Background: an optimization exercise with open tools, aiming at small area, a short achievable clock period and few clock cycles per item. Do not read the settings as production practice. Only simulation tests tie the RTL to the original design; equivalence was not proved. Power and IR drop assume default switching activity.

onyx:
==> flow/design.v (excerpt) <==
module bounded_ordered_set (
   input  logic        clock,
   input  logic        reset,
   input  logic        req_tvalid,
   output logic        req_tready,
   input  logic [31:0] req_tdata,
   input  logic [1:0]  req_tuser,
   output logic        rsp_tvalid,
   input  logic        rsp_tready,
   output logic [7:0]  rsp_tdata,   
   input  logic        csr_we,
   input  logic [3:0]  csr_wdata
);
Size in the first run: roughly 890 cells after synthesis, roughly 310 flip-flops.
clock: 4.0 ns
lec_check: 0
cap_margin: 20
core_margin: 2
core_utilization: 40
cts_cluster_diameter: 120
cts_cluster_size: 25
setup_slack_margin: 2.2
slew_margin: 20
run.sh (not shown) runs the stock make flow with config.mk's settings and CLKGATE_MAP_FILE= SYNTH_SCRIPT=/design/flow/synth_recipe.tcl, a recipe that flattens the netlist after the stock synthesis.
onyx completed every stage of the flow, and the final layout passed the timing, design-rule and antenna checks.
Testbench counts of onyx, summed over its fixed seeds: cycles 16,016, items 16,000.
What quartz does differently from onyx at the input level:
diff --git a/flow/config.mk b/flow/config.mk
--- a/flow/config.mk
+++ b/flow/config.mk
@@ -7,0 +8 @@
+export ABC_AREA = 1
@@ -11,3 +12 @@
-export CTS_CLUSTER_DIAMETER = 120
-export CTS_CLUSTER_SIZE = 25
-export SETUP_SLACK_MARGIN = 2.2
+export SETUP_SLACK_MARGIN = 2.35
### Flow results
- Area growth from synthesis to layout: quartz vs onyx up 10 points
- Compare quartz and onyx | routed wire length on met2 higher: quartz
- Largest net degree at the start of global routing, quartz and onyx: larger value in quartz
- Diff onyx -> quartz: share of the core filled with cells +4.2 points; final cell count +907.
- On cell depth of the worst hold path, quartz and onyx are neck and neck.
- Of quartz and onyx, the run reporting the lower post-route cell area was onyx.
- Die: quartz bigger than onyx
- Going from onyx to quartz, the post-route worst setup slack was found to have gone up by 0.22 ns.
- onyx has a higher sequential share of layout area than quartz.
### quartz -> juniper
diff --git a/flow/config.mk b/flow/config.mk
--- a/flow/config.mk
+++ b/flow/config.mk
@@ -8 +7,0 @@
-export ABC_AREA = 1
@@ -11,2 +10,2 @@
-export CORE_UTILIZATION = 40
-export SETUP_SLACK_MARGIN = 2.35
+export CORE_UTILIZATION = 55
+export SETUP_SLACK_MARGIN = 2.2
==> comparison <==
juniper ended with every stage complete and zero timing, DRC or antenna violations.
Diff juniper..quartz | final count of pins violating max slew | negligible
Compared juniper vs quartz, and final cycle utilization of the critical path is up in juniper.
Re sequential portion of the cell area: juniper is 9.7 points up on quartz.
Between juniper and quartz, the flip-flop and latch area figures differ only marginally.
The half-perimeter wire length of the detailed placement result of juniper was superior to that of quartz.
juniper ended up with a_dec_ff$_SDFF_PP0_ as its timing endpoint of the critical path; quartz ended up with rsp_tdata[0].
> inputs changed (juniper -> garnet)
diff --git a/flow/config.mk b/flow/config.mk
--- a/flow/config.mk
+++ b/flow/config.mk
@@ -10,2 +10,2 @@
-export CORE_UTILIZATION = 55
-export SETUP_SLACK_MARGIN = 2.2
+export CORE_UTILIZATION = 40
+export SETUP_SLACK_MARGIN = 2.0
### Flow results
Looking only at critical path depth, and setting everything else aside, the higher value of juniper and garnet goes to garnet. Max number of design-rule violations left by the first detailed-router iteration across juniper and garnet: juniper. Diff juniper and garnet: first-pass GRT wire length higher in juniper. Compared with juniper, garnet has extra setup slack. garnet vs juniper — routed wire length on met2 dropped 800 um. Per the comparison of garnet with juniper, global-route usage went down by 7.0 points, design area has remained practically unchanged.

---

run 1:
Another version of the RTL of bounded_ordered_set (not shown whole).
Size: about 1,100 cells after synthesis, ~14,000 um2 of cells after synthesis.
==> flow/config.mk <==
export PLATFORM = sky130hd
export DESIGN_NAME = bounded_ordered_set
export DESIGN_NICKNAME = bounded_ordered_set
export VERILOG_FILES = /design/flow/design.v
export SDC_FILE = /design/flow/constraint.sdc
export NUM_CORES = 4
export LEC_CHECK = 0
export ABC_AREA = 1
export CAP_MARGIN = 20
export CORE_MARGIN = 2
export CORE_UTILIZATION = 60
export CTS_CLUSTER_DIAMETER = 120
export CTS_CLUSTER_SIZE = 25
export SETUP_SLACK_MARGIN = 2.2
export SLEW_MARGIN = 20
==> flow/constraint.sdc <==
create_clock -name core_clock -period 4.0 [get_ports {clock}]
set_input_delay 0.8000 -clock core_clock [delete_from_list [all_inputs] [get_ports {clock}]]
set_output_delay 0.8000 -clock core_clock [all_outputs]
set_load 0.01 [all_outputs]
Testbench counts of run 1, summed over its fixed seeds: cycles 16,016, items 16,000.
What run 2 does differently from run 1 at the input level:
- CORE_UTILIZATION: 60 -> 40
- SETUP_SLACK_MARGIN: 2.2 -> 2.0
## What came out
Run 1 vs run 2, category of the critical setup timing path: register to output port vs register to register. Comparing run 2 and run 1, the lower met2 routing resource usage after global routing was measured on run 2. Internal power of the cells in run 2 is about 0.47% lower than in run 1. Part of the total power dissipated in combinational logic: run 2 < run 1. rsp_tdata[4] as the worst setup path endpoint was reported by run 1, and g_slot[6].u_cell.entry_ff[29] by run 2. Run 1 → run 2: non-clock buffer count decreased 19; placer congestion estimate grew by 1.4%. Run 1 → run 2: worst setup slack after layout lower, power lower, floorplan row count higher, peak supply drop lower, synthesis-to-layout area growth lower.
Modified inputs, run 3 compared to run 2
- ABC_AREA removed (was 1)
- CORE_UTILIZATION changed from 40 to 60
- SETUP_SLACK_MARGIN changed from 2.0 to 2.25
Fraction of power consumed by combinational cells came out higher on run 3 than on run 2.
Changes observed in run 3 relative to run 2: net switching component of the power +2.1%, die area shows a reduction of 13,000 um2, met1 usage in global routing +13 points, internal power summed over all cells climbed 120 uW, net total in the final layout went down 13%.
Compared with run 2, in run 3 number of cells produced by synthesis saw a decrease, leakage power total went down about 2.7%.
A worst setup path category of register to output port is what run 3 shows, while register to register belongs to run 2.
The source of the critical timing path comes out q_ff[0][1] in one run and a_insert_ff in the other, namely in run 3 and run 2 respectively.
The inputs of run 4 differ from those of run 3 as listed below.
- ABC_AREA newly set to 1
- CTS_CLUSTER_SIZE changed from 25 to 30
- CTS_CLUSTER_DIAMETER changed from 120 to 150
### Flow results
Compared with run 3, run 4 shows final RePlAce weighted congestion that has gone down by a few percent. Termination of the worst setup path = rsp_tdata[1]: run 3; termination of the worst setup path = rsp_tdata[6]: run 4. Setup slack: run 4 more than run 3. Run 4: final core utilization lower than run 3.
Here is what was changed in the inputs of run 5 compared with run 4.
- CTS_CLUSTER_DIAMETER changed from 150 to 120
- CTS_CLUSTER_SIZE changed from 30 to 25
- CORE_UTILIZATION changed from 60 to 40
==> notes.md <==
On run 5: clock network latency to the later pin of the worst-skew pair is 20 ps higher than what run 4 gave.
Compared with run 4, run 5 shows a static power due to leakage that is about 2.8% higher.
Comparing run 5 and run 4, first-iteration DRC count is lower on run 5.
[compare] base=run 4 new=run 5: final design instance area without fill grew by 3.1%, setup slack grew by 4.3 ps, clock transition time at the flip-flop clock pins of the worst setup and hold paths shrank by 20 ps, fraction of final layout cells with drive strength greater than 1 grew by 2.2 points.
In run 5 relative to run 4, y dimension of the die had gone up by more than 10%.
Run 5 — proportion of power drawn by the clock network 2.0 points higher, run 4 as reference
On maximum number of pins on one net before global-route repair, the higher figure sits with run 4, not run 5.
Input changes introduced in run 6 (baseline for comparison: run 5):
- swapping 2.25 for 2.4 in SETUP_SLACK_MARGIN
==> notes.md <==
Per the comparison of run 6 with run 5, area of the multi-input gates climbed 1.3%; peak supply drop went down by 0.015 mV; number of instances in the synthesized netlist roughly the same. Launch point of the worst path = q_ff[0][2]: run 5; launch point of the worst path = q_ff[0][6]: run 6. Compared with run 5, run 6 ends up with a larger final cell area.

[what the ideal ports hide]
No port has a modelled driver above. Below, the same layouts with a new extraction and two added sets of constraints. Step 1: set_driving_cell puts a clkbuf_16 on clock and a buf_2 on each other input, an assumption about the parent block. Step 2, shift: input delay + t, output delay - t, t = (earliest + latest rising clock arrival at the registers) / 2. This alone moves slack from input paths to output paths. Slacks: no drivers / after step 1 / after step 2; pairs: no drivers / after step 1.
| run | t (ns) | setup slack, ns | hold WS [ns] | worst slew at a driven data input, ns |
|---|---|---|---|---|
| onyx | 0.554 | 1.923 / 1.943 / 1.389 | 0.493 / 0.493 / 0.493 | 0.07 |
| quartz | 0.601 | 2.147 / 2.100 / 1.750 | 0.454 / 0.454 / 0.454 | 0.06 |
| juniper | 0.553 | 1.923 / 1.952 / 1.398 | 0.493 / 0.493 / 0.493 | 0.07 |
| garnet | 0.554 | 1.936 / 1.935 / 1.381 | 0.489 / 0.483 / 0.489 | 0.06 |
| run 1 | 0.543 | 2.162 / 2.115 / 1.707 | 0.515 / 0.515 / 0.515 | 0.04 |
| run 2 | 0.558 | 1.963 / 1.963 / 1.503 | 0.492 / 0.492 / 0.492 | 0.05 |
| run 3 | 0.538 | 2.169 / 2.122 / 1.755 | 0.522 / 0.522 / 0.522 | 0.04 |
| run 4 | 0.546 | 2.175 / 2.128 / 1.734 | 0.515 / 0.515 / 0.515 | 0.04 |
| run 5 | 0.555 | 2.180 / 2.133 / 1.768 | 0.527 / 0.527 / 0.527 | 0.07 |
| run 6 | 0.558 | 2.171 / 2.122 / 1.869 | 0.531 / 0.531 / 0.531 | 0.07 |
After both steps setup and hold are still met in every run listed. For garnet, which loses most, drivers alone change the setup slack by -0.001 ns; drivers and shift together by -0.555 ns.
